Context: an optimization exercise on an open-source flow, tuned for a short achievable clock period and few clock cycles per item. The choices shown serve that exercise and are no tape-out recipe.
Only simulation tests tie the RTL to the original design; equivalence was not proved.
Power is estimated from default activity; no workload was simulated.

==> flow/design.v (excerpt) <==
module calendar_time_add_minutes #(
    parameter int MAX_ADD_MINUTES = 65535
) (
    input  wire logic                     clk,
    input  wire logic                     rst_n,
    input  wire logic                     cmd_valid,
    output wire logic                     cmd_ready,
    input  wire logic                     cmd_req_type,
    input  wire logic [cta_pkg::ADD_W-1:0]    cmd_add_minutes,
    input  wire logic [cta_pkg::DAY_W-1:0]    cmd_load_day,
    input  wire logic [cta_pkg::MONTH_W-1:0]  cmd_load_month,
    input  wire logic [cta_pkg::YEAR_W-1:0]   cmd_load_year,
    input  wire logic [cta_pkg::HOUR_W-1:0]   cmd_load_hour,
    input  wire logic [cta_pkg::MINUTE_W-1:0] cmd_load_minute,
    output wire logic                     rsp_valid,
    input  wire logic                     rsp_ready,
    output wire logic [cta_pkg::DAY_W-1:0]    rsp_out_day,
    output wire logic [cta_pkg::MONTH_W-1:0]  rsp_out_month,
    output wire logic [cta_pkg::YEAR_W-1:0]   rsp_out_year,
    output wire logic [cta_pkg::HOUR_W-1:0]   rsp_out_hour,
    output wire logic [cta_pkg::MINUTE_W-1:0] rsp_out_minute,
    output wire logic                     rsp_leap_flag,
    output wire logic [cta_pkg::DAY_W-1:0]    rsp_month_length
);
    localparam int SAT_W = ($clog2(MAX_ADD_MINUTES + 1) > ADD_W) ?
                           $clog2(MAX_ADD_MINUTES + 1) : ADD_W;
    function automatic logic [DAY_W-1:0] month_len(input logic [MONTH_W-1:0] month,
                                                   input logic leap);
        logic [DAY_W-1:0] len;
        case (month)
            4'd2:                    len = leap ? 5'd29 : 5'd28;
            4'd4, 4'd6, 4'd9, 4'd11: len = 5'd30;
            default:                 len = 5'd31;
        endcase
        month_len = len;
    endfunction
    function automatic logic [DOY_W-1:0] month_start(input logic [MONTH_W-1:0] month,
                                                     input logic leap);
        logic [DOY_W-1:0] s;
        case (month)
            4'd1:    s = 9'd0;
            4'd2:    s = 9'd31;
            4'd3:    s = 9'd59;
            4'd4:    s = 9'd90;
            4'd5:    s = 9'd120;
            4'd6:    s = 9'd151;
            4'd7:    s = 9'd181;
            4'd8:    s = 9'd212;
            4'd9:    s = 9'd243;
            4'd10:   s = 9'd273;
  ...
clock: 10.0 ns
lec_check: 0
abc_clock_period_in_ps: 1500
cap_margin: 20
core_margin: 2
core_utilization: 55
setup_slack_margin: 5
slew_margin: 20
standard.sh (not shown) runs the stock make flow with config.mk's settings and CLKGATE_MAP_FILE= SYNTH_SCRIPT=/design/flow/synth_recipe.tcl, a recipe that flattens the netlist after the stock synthesis.
==> flow/flow/run.sh <==
#!/bin/bash
set -euo pipefail
cd "$(dirname "$0")/.."
bash standard.sh SETUP_SLACK_MARGIN=7 finish > standard_make.log 2>&1
The baseline finished clean.
Testbench counts at the start, summed over its fixed seeds: cycles 2,432, items 2,400.
==> next run, changes <==
CORE_UTILIZATION = 40   (was 55)
The changed run completed with no timing, DRC or antenna violations.
Final cell count is higher by a little under a tenth.
Die area is higher by well over a third.
Critical path depth is lower by 12.
Sequential power stays flat.
Count of clock-buffer cells in the layout is higher by 22.
First-iteration DRC count is higher by a few percent.
Worst setup slack is better by 0.061 ns.
Routed wire length is lower by a few percent.
Via count is lower by a few percent.
Power is higher slightly.
Clock power is higher by a few percent.

* * *

== job 7341 ==
calendar_time_add_minutes again, from the RTL that the note above started with.
export LEC_CHECK = 0
export ABC_CLOCK_PERIOD_IN_PS = 1500
export CAP_MARGIN = 20
export CORE_MARGIN = 2
export CORE_UTILIZATION = 40
export SETUP_SLACK_MARGIN = 5
export SLEW_MARGIN = 20
create_clock -name core_clock -period 10.0 [get_ports {clk}]
==> flow/flow/run.sh <==
#!/bin/bash
set -euo pipefail
cd "$(dirname "$0")/.."
bash standard.sh SETUP_SLACK_MARGIN=7.5 finish > standard_make.log 2>&1
Testbench counts of job 7341, summed over its fixed seeds: cycles 2,432, items 2,400.
Inputs modified between job 7341 and job 4980:
Settings: ABC_CLOCK_PERIOD_IN_PS changed from 1500 to 3000.
==> flow/flow/run.sh <==
#!/bin/bash
set -euo pipefail
cd "$(dirname "$0")/.."
bash standard.sh SETUP_SLACK_MARGIN=7 finish > standard_make.log 2>&1
--- outcome ---
In terms of insertion delay of the later-clocked pin in the worst-skew pair, job 4980 and job 7341 differ only marginally.
Job 4980: routed wire length about 15% below job 7341
Detailed-route vias per instance: lower on job 4980
Relative to job 7341, the final cell count of job 4980 is lower by 5.6%.
Job 4980 against job 7341: switching component of the power now smaller; post-placement cell count held steady; combinational share of power went down.
[job 4980] maximum frequency rose 2.5% relative to job 7341
The last weighted congestion value of the routability-driven placer in job 4980 was higher than what job 7341 gave.
Of job 4980 and job 7341, the lower total clock network power belongs to job 4980.
Job 4980 vs. job 7341: layout overhead on the synthesized area went down by 18 points.
Input changes introduced in job 2695 (baseline for comparison: job 4980):
Settings: ABC_CLOCK_PERIOD_IN_PS: 3000 -> 1500.
==> flow/flow/run.sh <==
#!/bin/bash
set -euo pipefail
cd "$(dirname "$0")/.."
bash standard.sh SETUP_SLACK_MARGIN=6.5 finish > standard_make.log 2>&1
Each of the runs, namely job 2695 and job 4980, reached the end of the flow and came out clean.
[compare] base=job 4980 new=job 2695: post-layout net count shows a reduction of about 3.5%; time the worst path needs with I/O delays and setup shows an increase of 0.36 ns.
Total power of job 2695 is lower than that of job 4980.
Diff job 4980 -> job 2695: final period utilization went up by 3.6 points; normalized max-slew margin now sits at about the same level; maximum fanout encountered on the critical timing path grew by 19.
The sequential cell area of job 2695 is lower than that of job 4980.

[re-timing with driven ports]
The flow's constraints put no driver on any port. The routed layouts listed below were extracted and timed again, unchanged, in two steps.
Step 1, drivers: a clkbuf_16 drives clk and a buf_2 each remaining input, both assumed.
Step 2 times the ports against the registers' clock, not the clock port: input delays grow and output delays shrink by t, the midpoint of the rising clock arrivals with the driver on.
Slacks: no drivers / after step 1 / after step 2; pairs: no drivers / after step 1.
run | shift t [ns] | setup slack, ns | worst setup path at the end
the first run of note 1 | 0.697 | 6.770 / 6.766 / 6.318 | input to register
the second run of note 1 | 0.707 | 6.832 / 6.768 / 6.339 | input to register
job 7341 | 0.712 | 6.753 / 6.741 / 6.436 | input to register
job 4980 | 0.707 | 6.832 / 6.768 / 6.339 | input to register
job 2695 | 0.704 | 6.472 / 6.472 / 5.951 | input to register
After both steps setup and hold are still met in every run listed. For job 2695, which loses most, drivers alone change the setup slack by 0.000 ns; drivers and shift together by -0.521 ns.
